This is an optimization exercise on Yosys and OpenROAD, whose aim is small area, a short achievable clock period and few clock cycles per item, not a production implementation. In this exercise RTL edits were held to simulation tests only and were not proved equivalent to the original. Power is estimated from default activity; no workload was simulated.

File: design/flow/standard.sh
#!/bin/bash
# synth_recipe.tcl (not shown) runs the flow's synth.tcl, then flattens the netlist and writes it again
# the make line also repeats each setting of config.mk as NAME=value (left out here)
make -C /OpenROAD-flow-scripts/flow DESIGN_CONFIG=/design/flow/config.mk WORK_HOME=/design/flow/orfs CLKGATE_MAP_FILE= SYNTH_SCRIPT=/design/flow/synth_recipe.tcl "${@:-finish}"
File: design/flow/constraint.sdc
create_clock -name core_clock -period 8.5 [get_ports {ap_clk}]
set_input_delay 1.7000 -clock core_clock [delete_from_list [all_inputs] [get_ports {ap_clk}]]
set_output_delay 1.7000 -clock core_clock [all_outputs]
set_load 0.01 [all_outputs]
File: design/flow/config.mk
export PLATFORM = sky130hd
export DESIGN_NAME = matrix_mult_top
export DESIGN_NICKNAME = matrix_mult_top
export VERILOG_FILES = /design/flow/design.v
export SDC_FILE = /design/flow/constraint.sdc
export NUM_CORES = 4
export LEC_CHECK = 0
export CAP_MARGIN = 20
export CORE_MARGIN = 2
export CORE_UTILIZATION = 55
export SLEW_MARGIN = 20
export SYNTH_ARGS = -noabc
export SETUP_SLACK_MARGIN = 5.5
export CTS_CLUSTER_SIZE = 25
export CTS_CLUSTER_DIAMETER = 80
export BUFFER_PORTS_ARGS = -buffer_cell sky130_fd_sc_hd__buf_2
File: design/flow/flow/run.sh
#!/bin/bash
# The standard layout (standard.sh) with these settings added to its
# config.mk (55% core utilization comes from config.mk):
#  - Yosys synth without its early abc -fast pass (-noabc), so that the
#    carry-save trees map to full-adder cells without extra inverters;
#    the registers and their names are the same as the standard synthesis
#  - every port buffer is a buf_2 cell
#  - timing repair aims at a 5.5 ns setup margin
#  - clock tree sink clusters of at most 25 sinks and 80 um
# standard.sh writes every tool's log under orfs/logs; its own output goes
# to standard.log here.
set -e
cat >> config.mk <<'CFG'
export SYNTH_ARGS = -noabc
export SETUP_SLACK_MARGIN = 5.5
export CTS_CLUSTER_SIZE = 25
export CTS_CLUSTER_DIAMETER = 80
export BUFFER_PORTS_ARGS = -buffer_cell sky130_fd_sc_hd__buf_2
CFG
bash standard.sh > standard.log 2>&1
File: design/flow/design.v
`default_nettype none
module mm_booth_cs (
  input  wire [23:0] enc,
  input  wire [15:0] b,
  output wire [31:0] r0,
  output wire [31:0] r1,
  output wire [31:0] r2
);
  wire pp0_0 = ((enc[0] & b[0]) ^ enc[2]);
  wire pp0_1 = (((enc[0] & b[1]) | (enc[1] & b[0])) ^ enc[2]);
  wire pp0_2 = (((enc[0] & b[2]) | (enc[1] & b[1])) ^ enc[2]);
  wire pp0_3 = (((enc[0] & b[3]) | (enc[1] & b[2])) ^ enc[2]);
  wire pp0_4 = (((enc[0] & b[4]) | (enc[1] & b[3])) ^ enc[2]);
  wire pp0_5 = (((enc[0] & b[5]) | (enc[1] & b[4])) ^ enc[2]);
  wire pp0_6 = (((enc[0] & b[6]) | (enc[1] & b[5])) ^ enc[2]);
  wire pp0_7 = (((enc[0] & b[7]) | (enc[1] & b[6])) ^ enc[2]);
  wire pp0_8 = (((enc[0] & b[8]) | (enc[1] & b[7])) ^ enc[2]);
  wire pp0_9 = (((enc[0] & b[9]) | (enc[1] & b[8])) ^ enc[2]);
  wire pp0_10 = (((enc[0] & b[10]) | (enc[1] & b[9])) ^ enc[2]);
  wire pp0_11 = (((enc[0] & b[11]) | (enc[1] & b[10])) ^ enc[2]);
  wire pp0_12 = (((enc[0] & b[12]) | (enc[1] & b[11])) ^ enc[2]);
  wire pp0_13 = (((enc[0] & b[13]) | (enc[1] & b[12])) ^ enc[2]);
  wire pp0_14 = (((enc[0] & b[14]) | (enc[1] & b[13])) ^ enc[2]);
  wire pp0_15 = (((enc[0] & b[15]) | (enc[1] & b[14])) ^ enc[2]);
  wire pp0_16 = ~(((enc[0] & b[15]) | (enc[1] & b[15])) ^ enc[2]);
  wire pp1_0 = ((enc[3] & b[0]) ^ enc[5]);
  wire pp1_1 = (((enc[3] & b[1]) | (enc[4] & b[0])) ^ enc[5]);
  wire pp1_2 = (((enc[3] & b[2]) | (enc[4] & b[1])) ^ enc[5]);
  wire pp1_3 = (((enc[3] & b[3]) | (enc[4] & b[2])) ^ enc[5]);
  wire pp1_4 = (((enc[3] & b[4]) | (enc[4] & b[3])) ^ enc[5]);
  wire pp1_5 = (((enc[3] & b[5]) | (enc[4] & b[4])) ^ enc[5]);
  wire pp1_6 = (((enc[3] & b[6]) | (enc[4] & b[5])) ^ enc[5]);
  wire pp1_7 = (((enc[3] & b[7]) | (enc[4] & b[6])) ^ enc[5]);
  wire pp1_8 = (((enc[3] & b[8]) | (enc[4] & b[7])) ^ enc[5]);
  wire pp1_9 = (((enc[3] & b[9]) | (enc[4] & b[8])) ^ enc[5]);
  wire pp1_10 = (((enc[3] & b[10]) | (enc[4] & b[9])) ^ enc[5]);
  wire pp1_11 = (((enc[3] & b[11]) | (enc[4] & b[10])) ^ enc[5]);
  wire pp1_12 = (((enc[3] & b[12]) | (enc[4] & b[11])) ^ enc[5]);
  wire pp1_13 = (((enc[3] & b[13]) | (enc[4] & b[12])) ^ enc[5]);
  wire pp1_14 = (((enc[3] & b[14]) | (enc[4] & b[13])) ^ enc[5]);
  wire pp1_15 = (((enc[3] & b[15]) | (enc[4] & b[14])) ^ enc[5]);
  wire pp1_16 = ~(((enc[3] & b[15]) | (enc[4] & b[15])) ^ enc[5]);
  wire pp2_0 = ((enc[6] & b[0]) ^ enc[8]);
  wire pp2_1 = (((enc[6] & b[1]) | (enc[7] & b[0])) ^ enc[8]);
  wire pp2_2 = (((enc[6] & b[2]) | (enc[7] & b[1])) ^ enc[8]);
  wire pp2_3 = (((enc[6] & b[3]) | (enc[7] & b[2])) ^ enc[8]);
  wire pp2_4 = (((enc[6] & b[4]) | (enc[7] & b[3])) ^ enc[8]);
  wire pp2_5 = (((enc[6] & b[5]) | (enc[7] & b[4])) ^ enc[8]);
  wire pp2_6 = (((enc[6] & b[6]) | (enc[7] & b[5])) ^ enc[8]);
  wire pp2_7 = (((enc[6] & b[7]) | (enc[7] & b[6])) ^ enc[8]);
  wire pp2_8 = (((enc[6] & b[8]) | (enc[7] & b[7])) ^ enc[8]);
  wire pp2_9 = (((enc[6] & b[9]) | (enc[7] & b[8])) ^ enc[8]);
  wire pp2_10 = (((enc[6] & b[10]) | (enc[7] & b[9])) ^ enc[8]);
  wire pp2_11 = (((enc[6] & b[11]) | (enc[7] & b[10])) ^ enc[8]);
  wire pp2_12 = (((enc[6] & b[12]) | (enc[7] & b[11])) ^ enc[8]);
  wire pp2_13 = (((enc[6] & b[13]) | (enc[7] & b[12])) ^ enc[8]);
  wire pp2_14 = (((enc[6] & b[14]) | (enc[7] & b[13])) ^ enc[8]);
  wire pp2_15 = (((enc[6] & b[15]) | (enc[7] & b[14])) ^ enc[8]);
  wire pp2_16 = ~(((enc[6] & b[15]) | (enc[7] & b[15])) ^ enc[8]);
  wire pp3_0 = ((enc[9] & b[0]) ^ enc[11]);
  wire pp3_1 = (((enc[9] & b[1]) | (enc[10] & b[0])) ^ enc[11]);
  wire pp3_2 = (((enc[9] & b[2]) | (enc[10] & b[1])) ^ enc[11]);
  wire pp3_3 = (((enc[9] & b[3]) | (enc[10] & b[2])) ^ enc[11]);
  wire pp3_4 = (((enc[9] & b[4]) | (enc[10] & b[3])) ^ enc[11]);
  wire pp3_5 = (((enc[9] & b[5]) | (enc[10] & b[4])) ^ enc[11]);
  wire pp3_6 = (((enc[9] & b[6]) | (enc[10] & b[5])) ^ enc[11]);
  wire pp3_7 = (((enc[9] & b[7]) | (enc[10] & b[6])) ^ enc[11]);
  wire pp3_8 = (((enc[9] & b[8]) | (enc[10] & b[7])) ^ enc[11]);
  wire pp3_9 = (((enc[9] & b[9]) | (enc[10] & b[8])) ^ enc[11]);
  wire pp3_10 = (((enc[9] & b[10]) | (enc[10] & b[9])) ^ enc[11]);
  wire pp3_11 = (((enc[9] & b[11]) | (enc[10] & b[10])) ^ enc[11]);
  wire pp3_12 = (((enc[9] & b[12]) | (enc[10] & b[11])) ^ enc[11]);
  wire pp3_13 = (((enc[9] & b[13]) | (enc[10] & b[12])) ^ enc[11]);
  wire pp3_14 = (((enc[9] & b[14]) | (enc[10] & b[13])) ^ enc[11]);
  wire pp3_15 = (((enc[9] & b[15]) | (enc[10] & b[14])) ^ enc[11]);
  wire pp3_16 = ~(((enc[9] & b[15]) | (enc[10] & b[15])) ^ enc[11]);
  wire pp4_0 = ((enc[12] & b[0]) ^ enc[14]);
  wire pp4_1 = (((enc[12] & b[1]) | (enc[13] & b[0])) ^ enc[14]);
  wire pp4_2 = (((enc[12] & b[2]) | (enc[13] & b[1])) ^ enc[14]);
  wire pp4_3 = (((enc[12] & b[3]) | (enc[13] & b[2])) ^ enc[14]);
  wire pp4_4 = (((enc[12] & b[4]) | (enc[13] & b[3])) ^ enc[14]);
  wire pp4_5 = (((enc[12] & b[5]) | (enc[13] & b[4])) ^ enc[14]);
  wire pp4_6 = (((enc[12] & b[6]) | (enc[13] & b[5])) ^ enc[14]);
  wire pp4_7 = (((enc[12] & b[7]) | (enc[13] & b[6])) ^ enc[14]);
  wire pp4_8 = (((enc[12] & b[8]) | (enc[13] & b[7])) ^ enc[14]);
  wire pp4_9 = (((enc[12] & b[9]) | (enc[13] & b[8])) ^ enc[14]);
  wire pp4_10 = (((enc[12] & b[10]) | (enc[13] & b[9])) ^ enc[14]);
  wire pp4_11 = (((enc[12] & b[11]) | (enc[13] & b[10])) ^ enc[14]);
  wire pp4_12 = (((enc[12] & b[12]) | (enc[13] & b[11])) ^ enc[14]);
  wire pp4_13 = (((enc[12] & b[13]) | (enc[13] & b[12])) ^ enc[14]);
  wire pp4_14 = (((enc[12] & b[14]) | (enc[13] & b[13])) ^ enc[14]);
  wire pp4_15 = (((enc[12] & b[15]) | (enc[13] & b[14])) ^ enc[14]);
  wire pp4_16 = ~(((enc[12] & b[15]) | (enc[13] & b[15])) ^ enc[14]);
  wire pp5_0 = ((enc[15] & b[0]) ^ enc[17]);
  wire pp5_1 = (((enc[15] & b[1]) | (enc[16] & b[0])) ^ enc[17]);
  wire pp5_2 = (((enc[15] & b[2]) | (enc[16] & b[1])) ^ enc[17]);
  wire pp5_3 = (((enc[15] & b[3]) | (enc[16] & b[2])) ^ enc[17]);
  wire pp5_4 = (((enc[15] & b[4]) | (enc[16] & b[3])) ^ enc[17]);
  wire pp5_5 = (((enc[15] & b[5]) | (enc[16] & b[4])) ^ enc[17]);
  wire pp5_6 = (((enc[15] & b[6]) | (enc[16] & b[5])) ^ enc[17]);
  wire pp5_7 = (((enc[15] & b[7]) | (enc[16] & b[6])) ^ enc[17]);
  wire pp5_8 = (((enc[15] & b[8]) | (enc[16] & b[7])) ^ enc[17]);
  wire pp5_9 = (((enc[15] & b[9]) | (enc[16] & b[8])) ^ enc[17]);
  wire pp5_10 = (((enc[15] & b[10]) | (enc[16] & b[9])) ^ enc[17]);
  wire pp5_11 = (((enc[15] & b[11]) | (enc[16] & b[10])) ^ enc[17]);
  wire pp5_12 = (((enc[15] & b[12]) | (enc[16] & b[11])) ^ enc[17]);
  wire pp5_13 = (((enc[15] & b[13]) | (enc[16] & b[12])) ^ enc[17]);
  wire pp5_14 = (((enc[15] & b[14]) | (enc[16] & b[13])) ^ enc[17]);
  wire pp5_15 = (((enc[15] & b[15]) | (enc[16] & b[14])) ^ enc[17]);
  wire pp5_16 = ~(((enc[15] & b[15]) | (enc[16] & b[15])) ^ enc[17]);
  wire pp6_0 = ((enc[18] & b[0]) ^ enc[20]);
  wire pp6_1 = (((enc[18] & b[1]) | (enc[19] & b[0])) ^ enc[20]);
  wire pp6_2 = (((enc[18] & b[2]) | (enc[19] & b[1])) ^ enc[20]);
  wire pp6_3 = (((enc[18] & b[3]) | (enc[19] & b[2])) ^ enc[20]);
  wire pp6_4 = (((enc[18] & b[4]) | (enc[19] & b[3])) ^ enc[20]);
  wire pp6_5 = (((enc[18] & b[5]) | (enc[19] & b[4])) ^ enc[20]);
  wire pp6_6 = (((enc[18] & b[6]) | (enc[19] & b[5])) ^ enc[20]);
  wire pp6_7 = (((enc[18] & b[7]) | (enc[19] & b[6])) ^ enc[20]);
  wire pp6_8 = (((enc[18] & b[8]) | (enc[19] & b[7])) ^ enc[20]);
  wire pp6_9 = (((enc[18] & b[9]) | (enc[19] & b[8])) ^ enc[20]);
  wire pp6_10 = (((enc[18] & b[10]) | (enc[19] & b[9])) ^ enc[20]);
  wire pp6_11 = (((enc[18] & b[11]) | (enc[19] & b[10])) ^ enc[20]);
  wire pp6_12 = (((enc[18] & b[12]) | (enc[19] & b[11])) ^ enc[20]);
  wire pp6_13 = (((enc[18] & b[13]) | (enc[19] & b[12])) ^ enc[20]);
  wire pp6_14 = (((enc[18] & b[14]) | (enc[19] & b[13])) ^ enc[20]);
  wire pp6_15 = (((enc[18] & b[15]) | (enc[19] & b[14])) ^ enc[20]);
  wire pp6_16 = ~(((enc[18] & b[15]) | (enc[19] & b[15])) ^ enc[20]);
  wire pp7_0 = ((enc[21] & b[0]) ^ enc[23]);
  wire pp7_1 = (((enc[21] & b[1]) | (enc[22] & b[0])) ^ enc[23]);
  wire pp7_2 = (((enc[21] & b[2]) | (enc[22] & b[1])) ^ enc[23]);
  wire pp7_3 = (((enc[21] & b[3]) | (enc[22] & b[2])) ^ enc[23]);
  wire pp7_4 = (((enc[21] & b[4]) | (enc[22] & b[3])) ^ enc[23]);
  wire pp7_5 = (((enc[21] & b[5]) | (enc[22] & b[4])) ^ enc[23]);
  wire pp7_6 = (((enc[21] & b[6]) | (enc[22] & b[5])) ^ enc[23]);
  wire pp7_7 = (((enc[21] & b[7]) | (enc[22] & b[6])) ^ enc[23]);
  wire pp7_8 = (((enc[21] & b[8]) | (enc[22] & b[7])) ^ enc[23]);
  wire pp7_9 = (((enc[21] & b[9]) | (enc[22] & b[8])) ^ enc[23]);
  wire pp7_10 = (((enc[21] & b[10]) | (enc[22] & b[9])) ^ enc[23]);
  wire pp7_11 = (((enc[21] & b[11]) | (enc[22] & b[10])) ^ enc[23]);
  wire pp7_12 = (((enc[21] & b[12]) | (enc[22] & b[11])) ^ enc[23]);
  wire pp7_13 = (((enc[21] & b[13]) | (enc[22] & b[12])) ^ enc[23]);
  wire pp7_14 = (((enc[21] & b[14]) | (enc[22] & b[13])) ^ enc[23]);
  wire pp7_15 = (((enc[21] & b[15]) | (enc[22] & b[14])) ^ enc[23]);
  wire pp7_16 = ~(((enc[21] & b[15]) | (enc[22] & b[15])) ^ enc[23]);
  wire t1, t2, t3, t4, t5, t6, t7, t8, t9, t10, t11, t12, t13, t14, t15, t16, t17, t18, t19, t20, t21, t22, t23, t24, t25, t26, t27, t28, t29, t30, t31, t32, t33, t34, t35, t36, t37, t38, t39, t40, t41, t42, t43, t44, t45, t46, t47, t48, t49, t50, t51, t52, t53, t54, t55, t56, t57, t58, t59, t60, t61, t62, t63, t64, t65, t66, t67, t68, t69, t70, t71, t72, t73, t74, t75, t76, t77, t78, t79, t80, t81, t82, t83, t84, t85, t86, t87, t88, t89, t90, t91, t92, t93, t94, t95, t96, t97, t98, t99, t100, t101, t102, t103, t104, t105, t106, t107, t108, t109, t110, t111, t112, t113, t114, t115, t116, t117, t118, t119, t120, t121, t122, t123, t124, t125, t126, t127, t128, t129, t130, t131, t132, t133, t134, t135, t136, t137, t138, t139, t140, t141, t142, t143, t144, t145, t146, t147, t148, t149, t150, t151, t152, t153, t154, t155, t156, t157, t158, t159, t160, t161, t162, t163, t164, t165, t166, t167, t168;
  assign t1 = pp0_10 ^ pp1_8;
  assign t2 = pp0_10 & pp1_8;
  assign t3 = pp0_11 ^ pp1_9;
  assign t4 = pp0_11 & pp1_9;
  assign t5 = pp0_12 ^ pp1_10 ^ pp2_8;
  assign t6 = (pp0_12 & pp1_10) | (pp0_12 & pp2_8) | (pp1_10 & pp2_8);
  assign t7 = pp3_6 ^ pp4_4;
  assign t8 = pp3_6 & pp4_4;
  assign t9 = pp0_13 ^ pp1_11 ^ pp2_9;
  assign t10 = (pp0_13 & pp1_11) | (pp0_13 & pp2_9) | (pp1_11 & pp2_9);
  assign t11 = pp3_7 ^ pp4_5;
  assign t12 = pp3_7 & pp4_5;
  assign t13 = pp0_14 ^ pp1_12 ^ pp2_10;
  assign t14 = (pp0_14 & pp1_12) | (pp0_14 & pp2_10) | (pp1_12 & pp2_10);
  assign t15 = pp3_8 ^ pp4_6 ^ pp5_4;
  assign t16 = (pp3_8 & pp4_6) | (pp3_8 & pp5_4) | (pp4_6 & pp5_4);
  assign t17 = pp6_2 ^ pp7_0;
  assign t18 = pp6_2 & pp7_0;
  assign t19 = pp0_15 ^ pp1_13 ^ pp2_11;
  assign t20 = (pp0_15 & pp1_13) | (pp0_15 & pp2_11) | (pp1_13 & pp2_11);
  assign t21 = pp3_9 ^ pp4_7 ^ pp5_5;
  assign t22 = (pp3_9 & pp4_7) | (pp3_9 & pp5_5) | (pp4_7 & pp5_5);
  assign t23 = pp6_3 ^ pp7_1;
  assign t24 = pp6_3 & pp7_1;
  assign t25 = pp0_16 ^ pp1_14 ^ pp2_12;
  assign t26 = (pp0_16 & pp1_14) | (pp0_16 & pp2_12) | (pp1_14 & pp2_12);
  assign t27 = pp3_10 ^ pp4_8 ^ pp5_6;
  assign t28 = (pp3_10 & pp4_8) | (pp3_10 & pp5_6) | (pp4_8 & pp5_6);
  assign t29 = pp6_4 ^ pp7_2 ^ 1'b1;
  assign t30 = (pp6_4 & pp7_2) | (pp6_4 & 1'b1) | (pp7_2 & 1'b1);
  assign t31 = pp1_15 ^ pp2_13 ^ pp3_11;
  assign t32 = (pp1_15 & pp2_13) | (pp1_15 & pp3_11) | (pp2_13 & pp3_11);
  assign t33 = pp4_9 ^ pp5_7 ^ pp6_5;
  assign t34 = (pp4_9 & pp5_7) | (pp4_9 & pp6_5) | (pp5_7 & pp6_5);
  assign t35 = pp7_3 ^ 1'b1;
  assign t36 = pp7_3 & 1'b1;
  assign t37 = pp1_16 ^ pp2_14 ^ pp3_12;
  assign t38 = (pp1_16 & pp2_14) | (pp1_16 & pp3_12) | (pp2_14 & pp3_12);
  assign t39 = pp4_10 ^ pp5_8 ^ pp6_6;
  assign t40 = (pp4_10 & pp5_8) | (pp4_10 & pp6_6) | (pp5_8 & pp6_6);
  assign t41 = pp2_15 ^ pp3_13 ^ pp4_11;
  assign t42 = (pp2_15 & pp3_13) | (pp2_15 & pp4_11) | (pp3_13 & pp4_11);
  assign t43 = pp5_9 ^ pp6_7;
  assign t44 = pp5_9 & pp6_7;
  assign t45 = pp2_16 ^ pp3_14 ^ pp4_12;
  assign t46 = (pp2_16 & pp3_14) | (pp2_16 & pp4_12) | (pp3_14 & pp4_12);
  assign t47 = pp3_15 ^ pp4_13;
  assign t48 = pp3_15 & pp4_13;
  assign t49 = pp0_6 ^ pp1_4;
  assign t50 = pp0_6 & pp1_4;
  assign t51 = pp0_7 ^ pp1_5;
  assign t52 = pp0_7 & pp1_5;
  assign t53 = pp0_8 ^ pp1_6 ^ pp2_4;
  assign t54 = (pp0_8 & pp1_6) | (pp0_8 & pp2_4) | (pp1_6 & pp2_4);
  assign t55 = pp3_2 ^ pp4_0;
  assign t56 = pp3_2 & pp4_0;
  assign t57 = pp0_9 ^ pp1_7 ^ pp2_5;
  assign t58 = (pp0_9 & pp1_7) | (pp0_9 & pp2_5) | (pp1_7 & pp2_5);
  assign t59 = pp3_3 ^ pp4_1;
  assign t60 = pp3_3 & pp4_1;
  assign t61 = pp2_6 ^ pp3_4 ^ pp4_2;
  assign t62 = (pp2_6 & pp3_4) | (pp2_6 & pp4_2) | (pp3_4 & pp4_2);
  assign t63 = pp5_0 ^ enc[17] ^ t1;
  assign t64 = (pp5_0 & enc[17]) | (pp5_0 & t1) | (enc[17] & t1);
  assign t65 = pp2_7 ^ pp3_5 ^ pp4_3;
  assign t66 = (pp2_7 & pp3_5) | (pp2_7 & pp4_3) | (pp3_5 & pp4_3);
  assign t67 = pp5_1 ^ t2 ^ t3;
  assign t68 = (pp5_1 & t2) | (pp5_1 & t3) | (t2 & t3);
  assign t69 = pp5_2 ^ pp6_0 ^ enc[20];
  assign t70 = (pp5_2 & pp6_0) | (pp5_2 & enc[20]) | (pp6_0 & enc[20]);
  assign t71 = t4 ^ t5 ^ t7;
  assign t72 = (t4 & t5) | (t4 & t7) | (t5 & t7);
  assign t73 = pp5_3 ^ pp6_1 ^ t6;
  assign t74 = (pp5_3 & pp6_1) | (pp5_3 & t6) | (pp6_1 & t6);
  assign t75 = t8 ^ t9 ^ t11;
  assign t76 = (t8 & t9) | (t8 & t11) | (t9 & t11);
  assign t77 = enc[23] ^ t10 ^ t12;
  assign t78 = (enc[23] & t10) | (enc[23] & t12) | (t10 & t12);
  assign t79 = t13 ^ t15 ^ t17;
  assign t80 = (t13 & t15) | (t13 & t17) | (t15 & t17);
  assign t81 = t14 ^ t16 ^ t18;
  assign t82 = (t14 & t16) | (t14 & t18) | (t16 & t18);
  assign t83 = t19 ^ t21 ^ t23;
  assign t84 = (t19 & t21) | (t19 & t23) | (t21 & t23);
  assign t85 = t20 ^ t22 ^ t24;
  assign t86 = (t20 & t22) | (t20 & t24) | (t22 & t24);
  assign t87 = t25 ^ t27 ^ t29;
  assign t88 = (t25 & t27) | (t25 & t29) | (t27 & t29);
  assign t89 = t26 ^ t28 ^ t30;
  assign t90 = (t26 & t28) | (t26 & t30) | (t28 & t30);
  assign t91 = t31 ^ t33 ^ t35;
  assign t92 = (t31 & t33) | (t31 & t35) | (t33 & t35);
  assign t93 = pp7_4 ^ t32 ^ t34;
  assign t94 = (pp7_4 & t32) | (pp7_4 & t34) | (t32 & t34);
  assign t95 = t36 ^ t37 ^ t39;
  assign t96 = (t36 & t37) | (t36 & t39) | (t37 & t39);
  assign t97 = pp7_5 ^ 1'b1 ^ t38;
  assign t98 = (pp7_5 & 1'b1) | (pp7_5 & t38) | (1'b1 & t38);
  assign t99 = t40 ^ t41 ^ t43;
  assign t100 = (t40 & t41) | (t40 & t43) | (t41 & t43);
  assign t101 = pp5_10 ^ pp6_8 ^ pp7_6;
  assign t102 = (pp5_10 & pp6_8) | (pp5_10 & pp7_6) | (pp6_8 & pp7_6);
  assign t103 = t42 ^ t44 ^ t45;
  assign t104 = (t42 & t44) | (t42 & t45) | (t44 & t45);
  assign t105 = pp5_11 ^ pp6_9 ^ pp7_7;
  assign t106 = (pp5_11 & pp6_9) | (pp5_11 & pp7_7) | (pp6_9 & pp7_7);
  assign t107 = 1'b1 ^ t46 ^ t47;
  assign t108 = (1'b1 & t46) | (1'b1 & t47) | (t46 & t47);
  assign t109 = pp3_16 ^ pp4_14 ^ pp5_12;
  assign t110 = (pp3_16 & pp4_14) | (pp3_16 & pp5_12) | (pp4_14 & pp5_12);
  assign t111 = pp6_10 ^ pp7_8 ^ t48;
  assign t112 = (pp6_10 & pp7_8) | (pp6_10 & t48) | (pp7_8 & t48);
  assign t113 = pp4_15 ^ pp5_13 ^ pp6_11;
  assign t114 = (pp4_15 & pp5_13) | (pp4_15 & pp6_11) | (pp5_13 & pp6_11);
  assign t115 = pp7_9 ^ 1'b1;
  assign t116 = pp7_9 & 1'b1;
  assign t117 = pp4_16 ^ pp5_14 ^ pp6_12;
  assign t118 = (pp4_16 & pp5_14) | (pp4_16 & pp6_12) | (pp5_14 & pp6_12);
  assign t119 = pp5_15 ^ pp6_13;
  assign t120 = pp5_15 & pp6_13;
  assign t121 = pp0_4 ^ pp1_2;
  assign t122 = pp0_4 & pp1_2;
  assign t123 = pp0_5 ^ pp1_3;
  assign t124 = pp0_5 & pp1_3;
  assign t125 = pp2_2 ^ pp3_0 ^ enc[11];
  assign t126 = (pp2_2 & pp3_0) | (pp2_2 & enc[11]) | (pp3_0 & enc[11]);
  assign t127 = pp2_3 ^ pp3_1 ^ t50;
  assign t128 = (pp2_3 & pp3_1) | (pp2_3 & t50) | (pp3_1 & t50);
  assign t129 = enc[14] ^ t52 ^ t53;
  assign t130 = (enc[14] & t52) | (enc[14] & t53) | (t52 & t53);
  assign t131 = t54 ^ t56 ^ t57;
  assign t132 = (t54 & t56) | (t54 & t57) | (t56 & t57);
  assign t133 = t58 ^ t60 ^ t61;
  assign t134 = (t58 & t60) | (t58 & t61) | (t60 & t61);
  assign t135 = t62 ^ t64 ^ t65;
  assign t136 = (t62 & t64) | (t62 & t65) | (t64 & t65);
  assign t137 = t66 ^ t68 ^ t69;
  assign t138 = (t66 & t68) | (t66 & t69) | (t68 & t69);
  assign t139 = t70 ^ t72 ^ t73;
  assign t140 = (t70 & t72) | (t70 & t73) | (t72 & t73);
  assign t141 = t74 ^ t76 ^ t77;
  assign t142 = (t74 & t76) | (t74 & t77) | (t76 & t77);
  assign t143 = t78 ^ t80 ^ t81;
  assign t144 = (t78 & t80) | (t78 & t81) | (t80 & t81);
  assign t145 = t82 ^ t84 ^ t85;
  assign t146 = (t82 & t84) | (t82 & t85) | (t84 & t85);
  assign t147 = t86 ^ t88 ^ t89;
  assign t148 = (t86 & t88) | (t86 & t89) | (t88 & t89);
  assign t149 = t90 ^ t92 ^ t93;
  assign t150 = (t90 & t92) | (t90 & t93) | (t92 & t93);
  assign t151 = t94 ^ t96 ^ t97;
  assign t152 = (t94 & t96) | (t94 & t97) | (t96 & t97);
  assign t153 = t98 ^ t100 ^ t101;
  assign t154 = (t98 & t100) | (t98 & t101) | (t100 & t101);
  assign t155 = t102 ^ t104 ^ t105;
  assign t156 = (t102 & t104) | (t102 & t105) | (t104 & t105);
  assign t157 = t106 ^ t108 ^ t109;
  assign t158 = (t106 & t108) | (t106 & t109) | (t108 & t109);
  assign t159 = t110 ^ t112 ^ t113;
  assign t160 = (t110 & t112) | (t110 & t113) | (t112 & t113);
  assign t161 = pp7_10 ^ t114 ^ t116;
  assign t162 = (pp7_10 & t114) | (pp7_10 & t116) | (t114 & t116);
  assign t163 = pp7_11 ^ 1'b1 ^ t118;
  assign t164 = (pp7_11 & 1'b1) | (pp7_11 & t118) | (1'b1 & t118);
  assign t165 = pp5_16 ^ pp6_14 ^ pp7_12;
  assign t166 = (pp5_16 & pp6_14) | (pp5_16 & pp7_12) | (pp6_14 & pp7_12);
  assign t167 = pp6_15 ^ pp7_13;
  assign t168 = pp6_15 & pp7_13;
  assign r0 = {1'b1, pp7_16, pp7_15, pp6_16, 1'b1, t120, t119, t117, t115, t111, t107, t103, t99, t95, t91, t87, t83, t79, t75, t71, t67, t63, t59, t55, t51, t49, pp2_1, pp2_0, pp0_3, pp0_2, pp0_1, pp0_0};
  assign r1 = {1'b0, 1'b0, 1'b1, pp7_14, t166, t164, t162, t160, t158, t156, t154, t152, t150, t148, t146, t144, t142, t140, t138, t136, t134, t132, t130, t128, t126, t124, t122, enc[8], pp1_1, pp1_0, 1'b0, enc[2]};
  assign r2 = {1'b0, 1'b0, 1'b0, t168, t167, t165, t163, t161, t159, t157, t155, t153, t151, t149, t147, t145, t143, t141, t139, t137, t135, t133, t131, t129, t127, t125, t123, t121, 1'b0, enc[5], 1'b0, 1'b0};
endmodule
`default_nettype wire
`default_nettype none
module matrix_mult_top (
  input  wire                           ap_clk,
  input  wire                           areset,
  input  wire                           i_start,
  output logic                          o_idle,
  output logic                          o_done,
  input  wire                           i_a_valid,
  output logic                          o_a_ready,
  input  wire  [4*16-1:0] i_a_data,
  input  wire                           i_b_valid,
  output logic                          o_b_ready,
  input  wire  [4*16-1:0] i_b_data,
  output logic                          o_c_valid,
  input  wire                           i_c_ready,
  output logic [4*32-1:0]  o_c_data,
  output logic                          o_c_last
);
  logic       start_r;
  logic       busy;
  logic       job_open;
  logic       job_end;
  logic       idle_r;
  assign job_open = i_start & ~start_r & ~busy;
  assign job_end  = o_c_valid & i_c_ready & o_c_last;
  always_ff @(posedge ap_clk) begin
    if (areset) begin
      start_r <= 1'b0;
    end else begin
      start_r <= i_start;
    end
  end
  always_ff @(posedge ap_clk) begin
    if (areset) begin
      busy   <= 1'b0;
      idle_r <= 1'b1;
      o_done <= 1'b0;
    end else begin
      o_done <= job_end;
      if (job_end) begin
        busy   <= 1'b0;
        idle_r <= 1'b1;
      end else if (job_open) begin
        busy   <= 1'b1;
        idle_r <= 1'b0;
      end
    end
  end
  assign o_idle = idle_r;
  logic [1:0]  ph;
  logic [1:0]  kb;           
  logic        inbeat;       
  logic        intake_done;  
  logic        spec1;        
  logic        spec2;        
  logic [8:0]  eq_r;         
  logic        take0;
  logic        cap;
  logic        xfer;
  logic [15:0] a_raw;
  logic [63:0] b0;
  always_ff @(posedge ap_clk) begin
    eq_r[0] <= i_a_valid & i_b_valid;
    eq_r[1] <= (i_a_data[7:0] == a_raw[7:0]);
    eq_r[2] <= (i_a_data[15:8] == a_raw[15:8]);
    for (int g = 0; g < 6; g++) begin
      eq_r[3+g] <= (i_b_data[11*g +: 11] == b0[11*g +: 11]);
    end
  end
  assign take0 = busy & ~intake_done & ~inbeat & (ph == 2'd0) & i_a_valid & i_b_valid;
  assign cap   = ~busy | take0 | inbeat;
  always_ff @(posedge ap_clk) begin
    if (areset) begin
      xfer <= 1'b0;
    end else begin
      xfer <= inbeat & (ph == 2'd2) & ~(spec2 & ~(&eq_r));
    end
  end
  assign o_a_ready = xfer;
  assign o_b_ready = xfer;
  always_ff @(posedge ap_clk) begin
    if (areset) begin
      ph          <= 2'd0;
      kb          <= 2'd0;
      inbeat      <= 1'b0;
      intake_done <= 1'b0;
      spec1       <= 1'b0;
      spec2       <= 1'b0;
    end else if (job_open) begin
      ph          <= 2'd1;
      kb          <= 2'd0;
      inbeat      <= 1'b1;
      intake_done <= 1'b0;
      spec1       <= 1'b1;
      spec2       <= 1'b0;
    end else begin
      spec1 <= 1'b0;
      spec2 <= spec1;
      ph    <= (busy & ~job_end) ? ph + 2'd1 : 2'd0;
      if (spec2 & ~(&eq_r)) begin
        inbeat <= 1'b0;
      end else if (take0) begin
        inbeat <= 1'b1;
      end else if (xfer) begin
        inbeat <= 1'b0;
      end
      if (xfer) begin
        kb <= kb + 2'd1;
        if (kb == 2'd3) begin
          intake_done <= 1'b1;
        end
      end
    end
  end
  logic [15:0] a_sel;
  logic [16:0] a_ext;
  logic [23:0] enc_d;
  logic [23:0] enc0;
  logic        first0;
  logic        last0;
  assign a_sel = cap ? i_a_data[ph*16 +: 16] : 16'd0;
  assign a_ext = {a_sel, 1'b0};
  always_comb begin
    for (int d = 0; d < 8; d++) begin
      enc_d[3*d]   = a_ext[2*d] ^ a_ext[2*d+1];
      enc_d[3*d+1] = (a_ext[2*d +: 3] == 3'b011) | (a_ext[2*d +: 3] == 3'b100);
      enc_d[3*d+2] = a_ext[2*d+2];
    end
  end
  always_ff @(posedge ap_clk) begin
    enc0  <= enc_d;
    b0    <= i_b_data;
    a_raw <= i_a_data[15:0];
  end
  always_ff @(posedge ap_clk) begin
    if (areset) begin
      first0 <= 1'b0;
      last0  <= 1'b0;
    end else begin
      first0 <= cap & (kb == 2'd0);
      last0  <= cap & (kb == 2'd3);
    end
  end
  logic [31:0] r0_1 [4];
  logic [31:0] r1_1 [4];
  logic [31:0] r2_1 [4];
  logic        last1;
  for (genvar j = 0; j < 4; j++) begin : g_mul
    logic [31:0] r0_w;
    logic [31:0] r1_w;
    logic [31:0] r2_w;
    mm_booth_cs mul (
      .enc (enc0),
      .b   (b0[16*j +: 16]),
      .r0  (r0_w),
      .r1  (r1_w),
      .r2  (r2_w)
    );
    always_ff @(posedge ap_clk) begin
      r0_1[j] <= r0_w;
      r1_1[j] <= r1_w;
      r2_1[j] <= r2_w;
    end
  end
  always_ff @(posedge ap_clk) begin
    if (areset) begin
      last1 <= 1'b0;
    end else begin
      last1 <= last0;
    end
  end
  logic [127:0] res;
  logic         last2;
  always_ff @(posedge ap_clk) begin
    if (areset) begin
      last2 <= 1'b0;
    end else begin
      last2 <= last1;
    end
  end
  for (genvar j = 0; j < 4; j++) begin : g_acc
    logic [31:0] acc [1:3];
    logic [31:0] x1;
    logic [31:0] y1;
    logic [31:0] a0_x;
    logic [31:0] a0_y;
    logic [31:0] a0_sum;
    assign x1 = acc[3] ^ r0_1[j] ^ r1_1[j];
    assign y1 = {(acc[3][30:0] & r0_1[j][30:0]) | (acc[3][30:0] & r1_1[j][30:0])
                 | (r0_1[j][30:0] & r1_1[j][30:0]), 1'b0};
    assign a0_sum = a0_x + a0_y;
    assign res[32*j +: 32] = a0_sum;
    always_ff @(posedge ap_clk) begin
      a0_x   <= x1 ^ y1 ^ r2_1[j];
      a0_y   <= {(x1[30:0] & y1[30:0]) | (x1[30:0] & r2_1[j][30:0])
                 | (y1[30:0] & r2_1[j][30:0]), 1'b0};
      acc[1] <= a0_sum;
      acc[2] <= acc[1];
      acc[3] <= acc[2] & {32{~first0}};
    end
  end
  logic [1:0]   row2;
  logic [1:0]   orow;
  logic         post;
  logic         all_loaded;
  logic         load;
  logic [127:0] out_data;
  assign row2 = ph - 2'd3;
  assign load = busy & ~all_loaded & (row2 == orow) & (last2 | post)
              & (~o_c_valid | i_c_ready);
  always_ff @(posedge ap_clk) begin
    if (areset) begin
      o_c_valid  <= 1'b0;
      o_c_last   <= 1'b0;
      orow       <= 2'd0;
      post       <= 1'b0;
      all_loaded <= 1'b0;
    end else if (job_open) begin
      o_c_valid  <= 1'b0;
      o_c_last   <= 1'b0;
      orow       <= 2'd0;
      post       <= 1'b0;
      all_loaded <= 1'b0;
    end else begin
      if (last2 & (row2 == 2'd3)) begin
        post <= 1'b1;
      end
      if (load) begin
        o_c_valid <= 1'b1;
        o_c_last  <= (orow == 2'd3);
        orow      <= orow + 2'd1;
        if (orow == 2'd3) begin
          all_loaded <= 1'b1;
        end
      end else if (i_c_ready) begin
        o_c_valid <= 1'b0;
      end
    end
  end
  always_ff @(posedge ap_clk) begin
    if (load) begin
      out_data <= res;
    end
  end
  assign o_c_data = out_data;
endmodule
`default_nettype wire
==> metrics.cfg, run 1 <==
[clock_network]
cts_root_buf = clkbuf_16
clock_path_buffers = 3
cts_tree = done
cts_buffers = 59
htree_levels = 2
clock_sink_count = 1223
clkTransAtPathRegs_ps = 100
clock_latency_ps = 710
holdBufCountCts = 0

[min_path]
holdPathStages = 0
hold_end = g_acc[1].acc[2][20]
min_from = g_acc[1].acc[1][20]
hp-class = reg -> reg

[setup_path]
rr_worst_depth = 7
crit_fanout = 1
arrival_ps = 1300
crit_type = reg -> out
ff2ff_setup_slack_ps = 5560
path_buf_inv = 1
r2r-end = r2_1[3][21]
crit_slowest_cell = edfxtp_1
end_kind = output port
cp_top_family = flip-flops
crit_required_ps = 6800
critPathLaunchType = flop
reg2reg_from = enc0[10]
path_cells = buf_2
slowest_delay_ps = 440

[placement]
place.gp.congestion = 0.837
placed_cell_area_um2 = 58200
hpwl_mm = 90.3
port_buffers = 267
post-place-ws_ps = 4640

[final_layout]
drive_gt1_share_pct = 11.3
final_area_um2 = 60700
area_growth_pct = 7.94
nNetsFinal = 5543
fillers = 8466

[drt]
wirelength_mm = 138
vias_per_cell = 5.57
final_antenna_net_count = 0
drcViolationCount = 0
dr.pass1.iters = 6
post_drt_wl_per_cell_um = 22.7
drt_iter0_markers = 2918
vias = 34000

[power]
cellInternalPower_w = 0.0162
finalPower_w = 0.0271
p_seq_share_pct = 37.2
powerDensity_nw_per_um2 = 447
swShare_pct = 40.4
p_comb_share_pct = 50.7
power_switching_w = 0.0110
p_leak_nw = 24.3
power.share.clock_pct = 12.1
vdd_drop_max_v = 0.000236

[timing]
post-route-min-period_ps = 3000
tightest_slew_ps = 975
skew_ps = 33.5
finalMaxSlewViolations = 0
hold_violations = 0
setup_ws_ps = 5500
min_period_over_period_pct = 35.2
tns_ps = 0
rsz0062_at_grt = yes
setup_viol = 0
relSlewSlack_pct = 34.9
fmaxAchievable_mhz = 334

[logic_synthesis]
yosys-top-cells-count = 1,095 x dfxtp_1, 616 x xnor2_1, 482 x a22oi_1
netlist_area_um2 = 56200
yosys.area.top_type = dfxtp_1
async_flop_share_pct = 0
ys_seq_area_share_pct = 45.8
avgSynthCellArea_um2 = 12.0
ys_ff_latch = 1223
synthFlopType = dfxtp_1
syn_inst = 4671
yosysTopAreaCellShare_pct = 39.0
synth_cell_types = 82
synth_area_leaders = dfxtp_1 39%, fa_1 17%, xnor2_1 9.6%
synth_nets = 5528
synth_most_common_cell = dfxtp_1
synth-edff-count = 128
yosysWarnings = 10

[die]
die_y_um = 324
fp-row-count = 117
pin_count = 268
start_util_pct = 55.3
die_w_um = 324
core-area_um2 = 102000
dieArea_um2 = 105000

[global_route]
grt_pass1_wl_mm = 212
grt_pass1_vias = 34000
track_usage_pct = 26.6
antenna_found_initial = 10
overflow = 0
grt_start_max_net_pins = 69

[flow_run]
drv_cap = 0

[outcome]
status = timing/DRC/antenna clean

==> sequential cells by signal, summed over array words and instances, names as in the netlist, 9 cells and up <==
signal and count:
a_raw 16, b0 64, enc0 24, eq_r 9, g_acc.a0_x 128, g_acc.a0_y 120
g_acc.acc 384, out_data 128, r0_1 120, r1_1 106, r2_1 101
==> worst max-delay path by stage <==
stage                     slack [ps]        startpoint  cells past startpoint             to
after global routing            5380  g_acc[1].a0_x[2]                      9   out_data[60]
after floorplan                 5340         i_b_valid                      8       enc0[22]
after global placement          4710         i_c_ready                      5   out_data[61]
final                           5500     out_data[116]                      1  o_c_data[116]
after CTS                       5420     out_data[116]                      1  o_c_data[116]
after detailed placement        4640         i_c_ready                      5   out_data[62]
==> layout by cell type, fill, tap and decap left out, drive strengths merged, types with 19 or more instances in the layout <==
master,count
nor3,19
nand4,34
xnor2,616
a22oi,482
edfxtp,128
nor2b,151
clkbuf,91
a21o,45
nor2,70
buf,317
ha,259
xor2,111
inv,188
fa,464
o21ai,110
nand3,40
o21bai,19
dfxtp,1095
a21oi,126
nand2,152
==> logic make-up (layout without fill, tap and decap cells) <==
kind of cell	Yosys count	count (layout)	share of synthesized area [%]
and+or+nand+nor	519	519	4.70
buffers and inverters	545	603	3.69
other	0	2	0
AOI/OAI and AO/OA	903	903	11.4
DFF	1223	1223	45.8
muxes	31	31	0.784
xor gates and xnor gates	727	727	11.3
adders and majority gates	723	723	22.3
==> per-layer routing <==
metal | GRT usage, % | routed length [µm] | up-vias | part of all wire [%]
met3 | 5.10 | 10300 | 227 | 7.4
met5 | 0 | 89 | - | 0.064
met4 | 7.59 | 4110 | 14 | 3.0
li1 | - | - | 15700 | -
met2 | 37.7 | 56800 | 1180 | 41
met1 | 41.2 | 67100 | 16800 | 48
==> through the flow <==
stage / util [%] / hold WS, ps / cells
4_1_cts: 59.4 / 328 / 6088
3_3_place_gp: 57.3 / 310 / 5975
2_1_floorplan: - / 310 / 4671
6_report: 59.7 / 325 / 6099
5_1_grt: 59.7 / 330 / 6097
3_5_place_dp: 57.3 / 312 / 5975
==> power groups by stage <==
stage | sequential (W) | clock (W) | combinational (W)
2_1_floorplan | 0.00963 | 0 | 0.00968
3_3_place_gp | 0.0102 | 0 | 0.0133
3_5_place_dp | 0.0102 | 0 | 0.0133
4_1_cts | 0.0101 | 0.00339 | 0.0137
5_1_grt | 0.0103 | 0.00359 | 0.0156
6_report | 0.0101 | 0.00328 | 0.0138
==> timing repair <==
item	4_1_cts	5_1_grt
pin swaps	1	6
setup endpoints to repair	263	130
buffers inserted	9	8
cloned	0	1
resized for setup	51	76
==> cell type report <==
class	instances	area, µm²	area share, %
diodes	2	5.00	0.00825
clock buffers	90	1660	2.73
clock inverters	14	181	0.299
inverters	181	679	1.12
multi-input cells	2903	28500	46.9
flip-flops and latches	1223	25900	42.7
well taps	1368	1710	2.82
repair buffers	318	2070	3.42
Testbench counts, summed over its fixed seeds: cycles 7,680, jobs 384.
==> inputs of run 2 (changes only) <==
==> design/flow/flow/run.sh (replaced) <==
#!/bin/bash
# The standard layout (standard.sh) with these settings added to its
# config.mk (65% core utilization comes from config.mk):
#  - Yosys synth without its early abc -fast pass (-noabc), so that the
#    carry-save trees map to full-adder cells without extra inverters;
#    the registers and their names are the same as the standard synthesis
#  - every port buffer is a buf_2 cell
#  - timing repair aims at a 5.7 ns setup margin
#  - clock tree sink clusters of at most 25 sinks and 80 um
# standard.sh writes every tool's log under orfs/logs; its own output goes
# to standard.log here.
set -e
cat >> config.mk <<'CFG'
export SYNTH_ARGS = -noabc
export SETUP_SLACK_MARGIN = 5.7
export CTS_CLUSTER_SIZE = 25
export CTS_CLUSTER_DIAMETER = 80
export BUFFER_PORTS_ARGS = -buffer_cell sky130_fd_sc_hd__buf_2
CFG
bash standard.sh > standard.log 2>&1
--- a/design/flow/config.mk
+++ b/design/flow/config.mk
@@ -7,10 +7,10 @@
 export LEC_CHECK = 0
 export CAP_MARGIN = 20
 export CORE_MARGIN = 2
-export CORE_UTILIZATION = 55
+export CORE_UTILIZATION = 65
 export SLEW_MARGIN = 20
 export SYNTH_ARGS = -noabc
-export SETUP_SLACK_MARGIN = 5.5
+export SETUP_SLACK_MARGIN = 5.7
 export CTS_CLUSTER_SIZE = 25
 export CTS_CLUSTER_DIAMETER = 80
 export BUFFER_PORTS_ARGS = -buffer_cell sky130_fd_sc_hd__buf_2
==> run 2 against run 1 <==
  * Die area decreased by 15%
  * Global-route usage increased by 4.2 points
  * Clock power up 1%
  * Setup slack improved by 58 ps
  * Combinational power up 3%
  * Synthesized cell count is the same
  * First-iteration DRC count rose by 14%
  * Critical endpoint is now o_c_data[21]
  * Flip-flop and latch count unchanged
==> metrics.cfg, run 2 <==
[timing]
post-route-min-period_ps = 2940  ; -57.9 ps
finalMaxSlewViolations = 0  ; unchanged
tightest_slew_ps = 1070  ; +90.7 ps
fmaxAchievable_mhz = 340  ; +2.0%
hold_violations = 0  ; unchanged
relSlewSlack_pct = 29.0  ; -6.0 points
skew_ps = 37.2  ; +3.71 ps
min_period_over_period_pct = 34.6  ; -0.68 points
tns_ps = 0  ; unchanged
rsz0062_at_grt = yes
setup_viol = 0  ; unchanged

[logic_synthesis]
avgSynthCellArea_um2 = 12.0  ; unchanged
synth_most_common_cell = dfxtp_1
synth_nets = 5528  ; unchanged
synthFlopType = dfxtp_1
async_flop_share_pct = 0  ; unchanged
yosysWarnings = 10  ; unchanged
netlist_area_um2 = 56200  ; unchanged
yosys.area.top_type = dfxtp_1
synth_area_leaders = dfxtp_1 39%, fa_1 17%, xnor2_1 9.6%
synth-edff-count = 128  ; unchanged
ys_seq_area_share_pct = 45.8  ; unchanged
ys_ff_latch = 1223  ; unchanged
syn_inst = 4671  ; unchanged
synth_cell_types = 82  ; unchanged
yosysTopAreaCellShare_pct = 39.0  ; unchanged
yosys-top-cells-count = 1,095 x dfxtp_1, 616 x xnor2_1, 482 x a22oi_1

[power]
powerDensity_nw_per_um2 = 448  ; +0.18%
finalPower_w = 0.0276  ; +1.6%
p_leak_nw = 24.8  ; +2.0%
vdd_drop_max_v = 0.000269  ; +14%

[setup_path]
end_kind = output port
cp_top_family = flip-flops
critPathLaunchType = flop
arrival_ps = 1240  ; -60 ps
path_buf_inv = 1  ; unchanged
crit_type = reg -> out
crit_slowest_cell = edfxtp_1
slowest_delay_ps = 400  ; -40 ps
path_cells = buf_2
crit_fanout = 1  ; unchanged
crit_required_ps = 6800  ; about the same

[die]
fp-row-count = 107  ; -8.5%
die_w_um = 298  ; -7.9%
die_y_um = 298  ; -7.9%
start_util_pct = 65.8  ; +10 points
core-area_um2 = 85400  ; -16%
pin_count = 268  ; unchanged
dieArea_um2 = 88800  ; -15%

[outcome]
status = timing/DRC/antenna clean

[flow_run]
drv_cap = 0  ; unchanged

[final_layout]
final_cell_mix = 1,012 x dfxtp_1, 610 x xnor2_1, 482 x a22oi_1
mostFrequentLayoutCell = dfxtp_1
nNetsFinal = 5596  ; +0.96%
largest_register_ffs = 384  ; unchanged
largest_register = g_acc.acc
drive_gt1_share_pct = 13.5  ; +2.1 points
area_growth_pct = 9.45
largestRegisters = g_acc.acc: 384 flops, g_acc.a0_x: 128 flops, out_data: 128 flops
fillers = 6127  ; -28%

[global_route]
use_met1_pct = 47.4  ; +6.2 points
gr-max-usage-layer = met1
grt_pass1_wl_mm = 212  ; +0.23%
grt_pass1_vias = 35300  ; +3.6%
track_usage_pct = 30.9  ; +4.2 points
use_met2_pct = 44.2  ; +6.5 points
grt_start_max_net_pins = 69  ; unchanged
antenna_found_initial = 11  ; +1
overflow = 0  ; unchanged
use_met3_pct = 5.56  ; +0.46 points

[clock_network]
holdBufCountCts = 0  ; unchanged
clock_sink_count = 1223  ; unchanged
clock_path_buffers = 3  ; unchanged
cts_root_buf = clkbuf_16
clkTransAtPathRegs_ps = 110  ; about the same
htree_levels = 2  ; unchanged
clock_latency_ps = 690  ; -20 ps
cts_buffers = 60  ; +1.7%
cts_tree = done

[drt]
vias = 35100  ; +3.4%
final_antenna_net_count = 0  ; unchanged
dr.pass1.iters = 6  ; unchanged
wirelength_mm = 141  ; +1.7%
drcViolationCount = 0  ; unchanged
drt_iter0_markers = 3322  ; +14%
post_drt_wl_per_cell_um = 23.7  ; +4.6%
vias_per_cell = 5.92  ; +6.4%

[placement]
place.gp.congestion = 0.881  ; +5.1%
hpwl_mm = 87.1  ; -3.5%
port_buffers = 267  ; unchanged

[min_path]
hp-class = reg -> reg

run 2: cell count changes in the layout (fill, tap and decap cells not counted), moves of 4 or more:
cell / previous run / this run
dfxtp_2: 44 / 65
dfxtp_1: 1036 / 1012
buf_4: 15 / 46
buf_6: 6 / 13
ha_1: 258 / 253
buf_16: 1 / 9
inv_6: 0 / 5
buf_2: 266 / 258
xnor2_2: 2 / 6
buf_12: 15 / 19
xnor2_1: 614 / 610
clkbuf_16: 62 / 75
run 2: timing repair:
item	in CTS	in global routing
pin swaps	8	19
endpoints found under the hold margin	0	0
cloned	0	11
setup endpoints to repair	445	335
gates resized for setup	139	67
buffers inserted	43	17
run 2: report_power, final:
| group | switching, W | internal (W) |
|---|---|---|
| combinational | 0.00804 | 0.00611 |
| clock | 0.00188 | 0.00144 |
| sequential | 0.00122 | 0.00888 |
run 2: area by class of cell:
cell class	count	area (µm²)	area share [%]
Antenna cell	3	7.51	0.0122
Sequential cell	1223	25900	42.1
Inverter	181	682	1.11
Timing Repair Buffer	370	2900	4.71
Multi-Input combinational cell	2903	28700	46.6
Clock inverter	17	193	0.313
Clock buffer	89	1710	2.77
Tap cell	1144	1430	2.33
run 2: per-layer routing:
layer	vias up	share of wire, %
li1	15800	-
met1	17200	45
met2	1738	41
met3	361	9.6
met4	12	4.0
met5	-	0.049
run 2: final timing paths:
check / startpoint / end / slack [ps] / depth (start not counted)
setup / recovery: out_data[21] / o_c_data[21] / 5560 / 1
hold / removal: g_acc[0].acc[1][8] / g_acc[0].acc[2][8] / 310 / 0
setup reg to reg: g_acc[0].a0_x[2] / out_data[26] / 5750 / 9
hold reg to reg: g_acc[0].acc[1][8] / g_acc[0].acc[2][8] / 310 / 0
run 2: metrics by stage:
stage                     cell area [µm²]  cells  hold slack, ps  utilization [%]  worst slack, ps
after global routing                61500   5927             310             72.0             5500
final                               61500   5930             309             72.0             5560
after CTS                           60800   5899             315             71.1             5490
after floorplan                     56300   4671             310                -             5340
after detailed placement            57900   5750             312             67.8             4750
after global placement              57900   5750             310             67.8             4800
run 2: kinds of logic after synthesis:
group	Yosys count	synth area share (%)
fa+ha+maj	723	22.3
mux	31	0.784
compound gates	903	11.4
xor+xnor	727	11.3
flops	1223	45.8
buf+inv	545	3.69
simple gates	519	4.70
==> inputs of run 3 (changes only) <==
--- a/design/flow/flow/run.sh
+++ b/design/flow/flow/run.sh
@@ -5,14 +5,14 @@
 #    carry-save trees map to full-adder cells without extra inverters;
 #    the registers and their names are the same as the standard synthesis
 #  - every port buffer is a buf_2 cell
-#  - timing repair aims at a 5.7 ns setup margin
+#  - timing repair aims at a 5.6 ns setup margin
 #  - clock tree sink clusters of at most 25 sinks and 80 um
 # standard.sh writes every tool's log under orfs/logs; its own output goes
 # to standard.log here.
 set -e
 cat >> config.mk <<'CFG'
 export SYNTH_ARGS = -noabc
-export SETUP_SLACK_MARGIN = 5.7
+export SETUP_SLACK_MARGIN = 5.6
 export CTS_CLUSTER_SIZE = 25
 export CTS_CLUSTER_DIAMETER = 80
 export BUFFER_PORTS_ARGS = -buffer_cell sky130_fd_sc_hd__buf_2
--- a/design/flow/config.mk
+++ b/design/flow/config.mk
@@ -10,7 +10,7 @@
 export CORE_UTILIZATION = 65
 export SLEW_MARGIN = 20
 export SYNTH_ARGS = -noabc
-export SETUP_SLACK_MARGIN = 5.7
+export SETUP_SLACK_MARGIN = 5.6
 export CTS_CLUSTER_SIZE = 25
 export CTS_CLUSTER_DIAMETER = 80
 export BUFFER_PORTS_ARGS = -buffer_cell sky130_fd_sc_hd__buf_2
==> run 3 against run 2 <==
  * Critical endpoint is now o_c_data[112]
  * Highest routed layer unchanged
  * Setup slack got worse by 14 ps
  * Synthesized area did not move
  * Power fell by 1.2%
  * Hold slack improved by 15 ps
  * Critical path type unchanged
  * First-iteration DRC count fell by 1.4%
  * Sequential power barely moved
  * Clock power fell by 2%
==> metrics.cfg, run 3 <==
[min_path]
hp-class = reg -> reg
min_from = g_acc[2].acc[1][27]
holdPathStages = 0  ; unchanged
hold_end = g_acc[2].acc[2][27]

[timing]
skew_ps = 27.5  ; -9.76 ps
tightest_slew_ps = 1040  ; -29.7 ps
tns_ps = 0  ; unchanged
finalMaxSlewViolations = 0  ; unchanged
fmaxAchievable_mhz = 339  ; -0.47%
whs_ps = 325  ; +15.3 ps
min_period_over_period_pct = 34.7  ; +0.16 points
rsz0062_at_grt = yes
setup_viol = 0  ; unchanged
post-route-min-period_ps = 2950  ; +13.8 ps
hold_violations = 0  ; unchanged
relSlewSlack_pct = 30.9  ; +2.0 points
setup_ws_ps = 5550  ; -13.8 ps

[global_route]
grt_pass1_vias = 35300  ; -0.014%
grt_start_max_net_pins = 69  ; unchanged
overflow = 0  ; unchanged
track_usage_pct = 30.8  ; about the same
antenna_found_initial = 11  ; unchanged
grt_pass1_wl_mm = 212  ; -0.19%

[logic_synthesis]
synthFlopType = dfxtp_1
synth_top_family_by_area = adder cells
synth-edff-count = 128  ; unchanged
netlist_area_um2 = 56200  ; unchanged
synth_area_leaders = dfxtp_1 39%, fa_1 17%, xnor2_1 9.6%
synthAdderAreaFrac_pct = 22.3  ; unchanged
yosysTopAreaCellShare_pct = 39.0  ; unchanged
async_flop_share_pct = 0  ; unchanged
yosys-top-cells-count = 1,095 x dfxtp_1, 616 x xnor2_1, 482 x a22oi_1
ys_ff_latch = 1223  ; unchanged
synth_cell_types = 82  ; unchanged
synth_xor_area_share_pct = 11.3  ; unchanged
avgSynthCellArea_um2 = 12.0  ; unchanged
yosys.area.top_type = dfxtp_1
synth_nets = 5528  ; unchanged
synth_compound_area_share_pct = 11.4  ; unchanged
syn_inst = 4671  ; unchanged
synthSimpleGateAreaFrac_pct = 4.70  ; unchanged
synth_most_common_cell = dfxtp_1
yosysWarnings = 10  ; unchanged
synth.mux.area_fraction_pct = 0.784  ; unchanged
ys_seq_area_share_pct = 45.8  ; unchanged

[setup_path]
path_cells = buf_2
r2r-end = r2_1[1][18]
crit_required_ps = 6800  ; about the same
crit_type = reg -> out
critPathLaunchType = flop
path_buf_inv = 1  ; unchanged
rr_worst_depth = 8  ; -1
ff2ff_setup_slack_ps = 5640  ; -110 ps
cp_top_family = flip-flops
crit_slowest_cell = edfxtp_1
end_kind = output port
crit_fanout = 1  ; unchanged
arrival_ps = 1250  ; about the same
reg2reg_from = enc0[19]
slowest_delay_ps = 410  ; about the same

[flow_run]
drv_cap = 0  ; unchanged

[die]
core-area_um2 = 85400  ; unchanged
fp-row-count = 107  ; unchanged
pin_count = 268  ; unchanged
die_w_um = 298  ; unchanged
dieArea_um2 = 88800  ; unchanged
start_util_pct = 65.8  ; unchanged
die_y_um = 298  ; unchanged

[placement]
hpwl_mm = 89.0  ; +2.2%
post-place-ws_ps = 5000  ; +249 ps
port_buffers = 267  ; unchanged
place.gp.congestion = 0.863  ; -1.9%

[drt]
vias = 34800  ; -0.84%
final_antenna_net_count = 0  ; unchanged
drcViolationCount = 0  ; unchanged
drt_iter0_markers = 3275  ; -1.4%
wirelength_mm = 137  ; -2.6%
dr.pass1.iters = 6  ; unchanged
vias_per_cell = 5.91  ; -0.27%
post_drt_wl_per_cell_um = 23.2  ; -2.1%

[power]
powerDensity_nw_per_um2 = 448  ; -0.11%
finalPower_w = 0.0272  ; -1.2%
vdd_drop_max_v = 0.000338  ; +26%
p_leak_nw = 24.4  ; -1.3%

[outcome]
status = timing/DRC/antenna clean

[clock_network]
clock_path_buffers = 3  ; unchanged
cts_tree = done
htree_levels = 2  ; unchanged
cts_buffers = 59  ; -1.7%
cts_root_buf = clkbuf_16
clkTransAtPathRegs_ps = 100  ; about the same
clock_latency_ps = 700  ; about the same
clock_sink_count = 1223  ; unchanged

[final_layout]
area_growth_pct = 8.20
mostFrequentLayoutCell = dfxtp_1
largest_register = g_acc.acc
nNetsFinal = 5564  ; -0.57%
drive_gt1_share_pct = 12.5  ; -0.92 points
largest_register_ffs = 384  ; unchanged
largestRegisters = g_acc.acc: 384 flops, g_acc.a0_x: 128 flops, out_data: 128 flops
final_cell_mix = 1,015 x dfxtp_1, 610 x xnor2_1, 482 x a22oi_1
fillers = 6184  ; +0.93%

[run 3: cell count changes in the layout (fill, tap and decap cells not counted), sizes merged]
cell and change:
buf -22, clkbuf -7, inv -4, clkinv +2, diode -2, clkinvlp -1
[run 3: per-stage QoR]
step	cells	util [%]	instance area, µm²
after floorplan	4671	-	56300
after global placement	5753	67.8	57900
after detailed placement	5753	67.8	57900
after CTS	5873	70.6	60300
after global routing	5895	71.2	60800
final	5896	71.2	60800
[run 3: cell families (layout without fill, tap and decap cells)]
logic type      after synthesis  count (layout)
compound gates              903             903
xor+xnor                    727             727
fa+ha+maj                   723             723
buf+inv                     545             625
flops                      1223            1223
mux                          31              31
other cells                   0               1
simple gates                519             519
[run 3: how the worst max path moves through the flow]
stage	from	end	slack (ps)	cells past startpoint
2_1_floorplan	i_b_valid	enc0[22]	5340	8
3_3_place_gp	i_c_ready	out_data[48]	5030	5
3_5_place_dp	i_c_ready	out_data[48]	5000	5
4_1_cts	out_data[112]	o_c_data[112]	5500	1
5_1_grt	out_data[112]	o_c_data[112]	5500	1
6_report	out_data[112]	o_c_data[112]	5550	1
[run 3: power by group]
part	total (W)	internal, W	switching, W
combinational	0.0139	0.00595	0.00790
clock	0.00325	0.00137	0.00188
sequential	0.0101	0.00888	0.00124
[run 3: what timing repair did]
action | in CTS | in global routing
buffers inserted | 15 | 19
endpoints found under the setup margin | 387 | 326
gates resized for setup | 100 | 78
hold endpoints to repair | 0 | 0
pin swaps | 5 | 15
hold buffers | 0 | 0
cloned | 0 | 3
[run 3: final cells by class]
class                      count  area [µm²]  area share, %
inverter                     181         682           1.12
clock inverter                14         178          0.292
clock buffer                  91        1640           2.69
tap                         1144        1430           2.35
antenna                        1        2.50        0.00412
timing repair buffer         339        2360           3.88
sequential                  1223       25900           42.6
multi-input combinational   2903       28600           47.0
[run 3: layer usage]
layer | vias to the layer above | track usage (%) | wire [µm]
li1 | 15800 | - | -
met1 | 17100 | 46.3 | 61900
met2 | 1639 | 45.1 | 57600
met3 | 285 | 6.87 | 13400
met4 | 20 | 8.64 | 4060
met5 | - | 0 | 124
==> inputs of run 4 (changes only) <==
--- a/design/flow/flow/run.sh
+++ b/design/flow/flow/run.sh
@@ -1,6 +1,6 @@
 #!/bin/bash
 # The standard layout (standard.sh) with these settings added to its
-# config.mk (65% core utilization comes from config.mk):
+# config.mk (65% core utilization and the abc area script come from config.mk):
 #  - Yosys synth without its early abc -fast pass (-noabc), so that the
 #    carry-save trees map to full-adder cells without extra inverters;
 #    the registers and their names are the same as the standard synthesis
--- a/design/flow/config.mk
+++ b/design/flow/config.mk
@@ -5,6 +5,7 @@
 export SDC_FILE = /design/flow/constraint.sdc
 export NUM_CORES = 4
 export LEC_CHECK = 0
+export ABC_AREA = 1
 export CAP_MARGIN = 20
 export CORE_MARGIN = 2
 export CORE_UTILIZATION = 65
==> run 4 against run 3 <==
  * First-iteration DRC count increased by 20%
  * Register-to-register slack got worse by 40 ps
  * Synthesized area increased by 3.2%
  * Cell count increased by 22%
  * Clock skew increased by 14 ps
  * Combinational power increased by 8%
  * Hold slack got worse by 4.6 ps
  * Maximum frequency decreased by 1.2%
  * Largest power group unchanged
==> metrics.cfg, run 4 <==
[outcome]
status = timing/DRC/antenna clean

[clock_network]
htree_levels = 2  ; unchanged
clock_sink_count = 1223  ; unchanged
clkTransAtPathRegs_ps = 100  ; about the same
cts_buffers = 59  ; unchanged
cts_root_buf = clkbuf_16
holdBufCountCts = 0  ; unchanged
clock_path_buffers = 3  ; unchanged
clock_latency_ps = 740  ; +40 ps
cts_tree = done

[timing]
post-route-min-period_ps = 2990  ; +35.4 ps
hold_violations = 0  ; unchanged
fmaxAchievable_mhz = 335  ; -1.2%
tightest_slew_ps = 1170  ; +135 ps
whs_ps = 320  ; -4.61 ps
setup_viol = 0  ; unchanged
finalMaxSlewViolations = 0  ; unchanged
relSlewSlack_pct = 21.6  ; -9.3 points
rsz0062_at_grt = yes
tns_ps = 0  ; unchanged
min_period_over_period_pct = 35.1  ; +0.42 points
skew_ps = 41.7  ; +14.2 ps

[power]
powerDensity_nw_per_um2 = 446  ; -0.39%
p_leak_nw = 30.0  ; +23%
vdd_drop_max_v = 0.000338  ; about the same

[logic_synthesis]
netlist_area_um2 = 58000  ; +3.2%
synth-edff-count = 128  ; unchanged
synthFlopType = dfxtp_1
yosysTopAreaCellShare_pct = 37.8  ; -1.2 points
synth_nets = 6596  ; +19%
avgSynthCellArea_um2 = 10.1  ; -16%
synth_most_common_cell = dfxtp_1
yosys-top-cells-count = 1,095 x dfxtp_1, 865 x nand2_1, 724 x inv_1
ys_ff_latch = 1223  ; unchanged
async_flop_share_pct = 0  ; unchanged
synth_cell_types = 39  ; -52%
syn_inst = 5739  ; +23%
ys_seq_area_share_pct = 44.4  ; -1.4 points
yosys.area.top_type = dfxtp_1
synth_area_leaders = dfxtp_1 38%, fa_1 16%, xor2_1 9.5%
yosysWarnings = 10  ; unchanged

[setup_path]
critPathLaunchType = flop
crit_type = reg -> out
crit_fanout = 1  ; unchanged
r2r-end = r2_1[0][20]
crit_required_ps = 6800  ; about the same
path_cells = buf_2
crit_slowest_cell = edfxtp_1
end_kind = output port
slowest_delay_ps = 410  ; about the same
reg2reg_from = b0[14]
cp_top_family = flip-flops
rr_worst_depth = 6  ; -2
path_buf_inv = 1  ; unchanged
ff2ff_setup_slack_ps = 5600  ; -40 ps
arrival_ps = 1290  ; +40 ps

[final_layout]
nNetsFinal = 6842  ; +23%
final_cell_mix = 1,067 x dfxtp_1, 865 x nand2_1, 678 x inv_1
largest_register_ffs = 384  ; unchanged
largestRegisters = g_acc.acc: 384 flops, g_acc.a0_x: 128 flops, out_data: 128 flops
largest_register = g_acc.acc
drive_gt1_share_pct = 10.9  ; -1.7 points
mostFrequentLayoutCell = dfxtp_1
area_growth_pct = 10.1

[drt]
vias_per_cell = 5.62  ; -4.8%
wirelength_mm = 156  ; +14%
final_antenna_net_count = 0  ; unchanged
drcViolationCount = 0  ; unchanged
drt_iter0_markers = 3945  ; +20%
dr.pass1.iters = 6  ; unchanged
post_drt_wl_per_cell_um = 21.7  ; -6.5%
vias = 40400  ; +16%

[global_route]
grt_pass1_wl_mm = 234  ; +11%
grt_pass1_vias = 39800  ; +13%
track_usage_pct = 33.9  ; +3.0 points
grt_start_max_net_pins = 61  ; -12%
overflow = 0  ; unchanged
antenna_found_initial = 7  ; -4

[flow_run]
drv_cap = 0  ; unchanged

[min_path]
hold_end = g_acc[1].acc[2][28]
min_from = g_acc[1].acc[1][28]
holdPathStages = 0  ; unchanged
hp-class = reg -> reg

[die]
fp-row-count = 109  ; +1.9%
dieArea_um2 = 91600  ; +3.1%
pin_count = 268  ; unchanged
die_w_um = 303  ; +1.6%
core-area_um2 = 88400  ; +3.5%
start_util_pct = 65.6  ; -0.18 points
die_y_um = 303  ; +1.6%

[placement]
place.gp.congestion = 0.951  ; +10%
port_buffers = 267  ; unchanged
hpwl_mm = 109  ; +22%

run 4: changes by cell type in the layout (fill, tap and decap cells not counted), moves of 52 or more:
cell and delta:
nor2_1 +325, xor2_1 +519, a22oi_1 -482, o21ai_0 -63, nor2b_1 -150, dfxtp_1 +52, nand2_1 +716, xnor2_1 -561
o22ai_1 +483, inv_1 +499, buf_4 +71, nand3_1 +69
run 4: worst max-delay path by stage:
stage,start,endpoint,slack (ps),cells after the start
finish,out_data[118],o_c_data[118],5510,1
global route,out_data[118],o_c_data[118],5460,1
CTS,out_data[14],o_c_data[14],5480,1
detailed placement,i_c_ready,out_data[60],4740,6
global placement,i_c_ready,out_data[96],4820,6
floorplan,enc0[20],r2_1[1][18],5610,9
run 4: power by group:
part	switching, W	internal, W
sequential	0.00127	0.00888
combinational	0.00932	0.00571
clock	0.00191	0.00138
total	0.0125	0.0160
run 4: through the flow:
stage | instance area [µm²] | worst slack [ps] | utilization, % | power (W) | std cells
6_report | 63800 | 5510 | 72.2 | 0.0285 | 7193
5_1_grt | 63800 | 5460 | 72.2 | 0.0310 | 7192
4_1_cts | 62400 | 5480 | 70.7 | 0.0284 | 7087
3_5_place_dp | 60000 | 4740 | 67.9 | 0.0248 | 6962
3_3_place_gp | 60000 | 4820 | 67.9 | 0.0244 | 6962
2_1_floorplan | 58000 | 5610 | - | 0.0200 | 5739
run 4: area by class of cell:
cell class / instances / area [µm²]
antenna: 1 / 2.50
clock inverter: 19 / 203
timing repair buffer: 421 / 3170
clock buffer: 84 / 1600
timing repair inverter: 6 / 45.0
fill: 6577 / 24500
inverter: 758 / 3200
tap: 1165 / 1460
multi-input combinational: 3516 / 28300
sequential: 1223 / 25800
run 4: metal layers:
metal	share of wire (%)	track usage, %	up-vias
met2	44	51.8	2099
met4	4.7	13.1	8
met1	41	46.9	19300
met5	0.075	0.673	-
li1	-	-	18600
met3	10	8.19	464
run 4: repair_timing:
item / 4_1_cts / 5_1_grt
gates cloned: 2 / 5
pin swaps: 0 / 1
resized for setup: 95 / 95
endpoints found under the setup margin: 364 / 261
buffers inserted: 20 / 100
run 4: cell families (layout without fill, tap and decap cells):
| family | Yosys count | in the layout | synth area share [%] |
|---|---|---|---|
| DFF | 1223 | 1223 | 44.4 |
| adders and majority gates | 723 | 723 | 21.6 |
| buffers and inverters | 1000 | 1288 | 6.75 |
| xor gates and xnor gates | 677 | 677 | 10.2 |
| and+or+nand+nor | 1472 | 1472 | 10.2 |
| AOI/OAI and AO/OA | 644 | 644 | 6.75 |
| other | 0 | 1 | 0 |

Check on run 4: ideal ports give 5.513 ns setup slack; a clkbuf_16 on the clock port and buf_2 on the inputs give 5.440 ns; moving port delays by the midpoint clock arrival (0.789 ns) as well gives 4.978 ns.
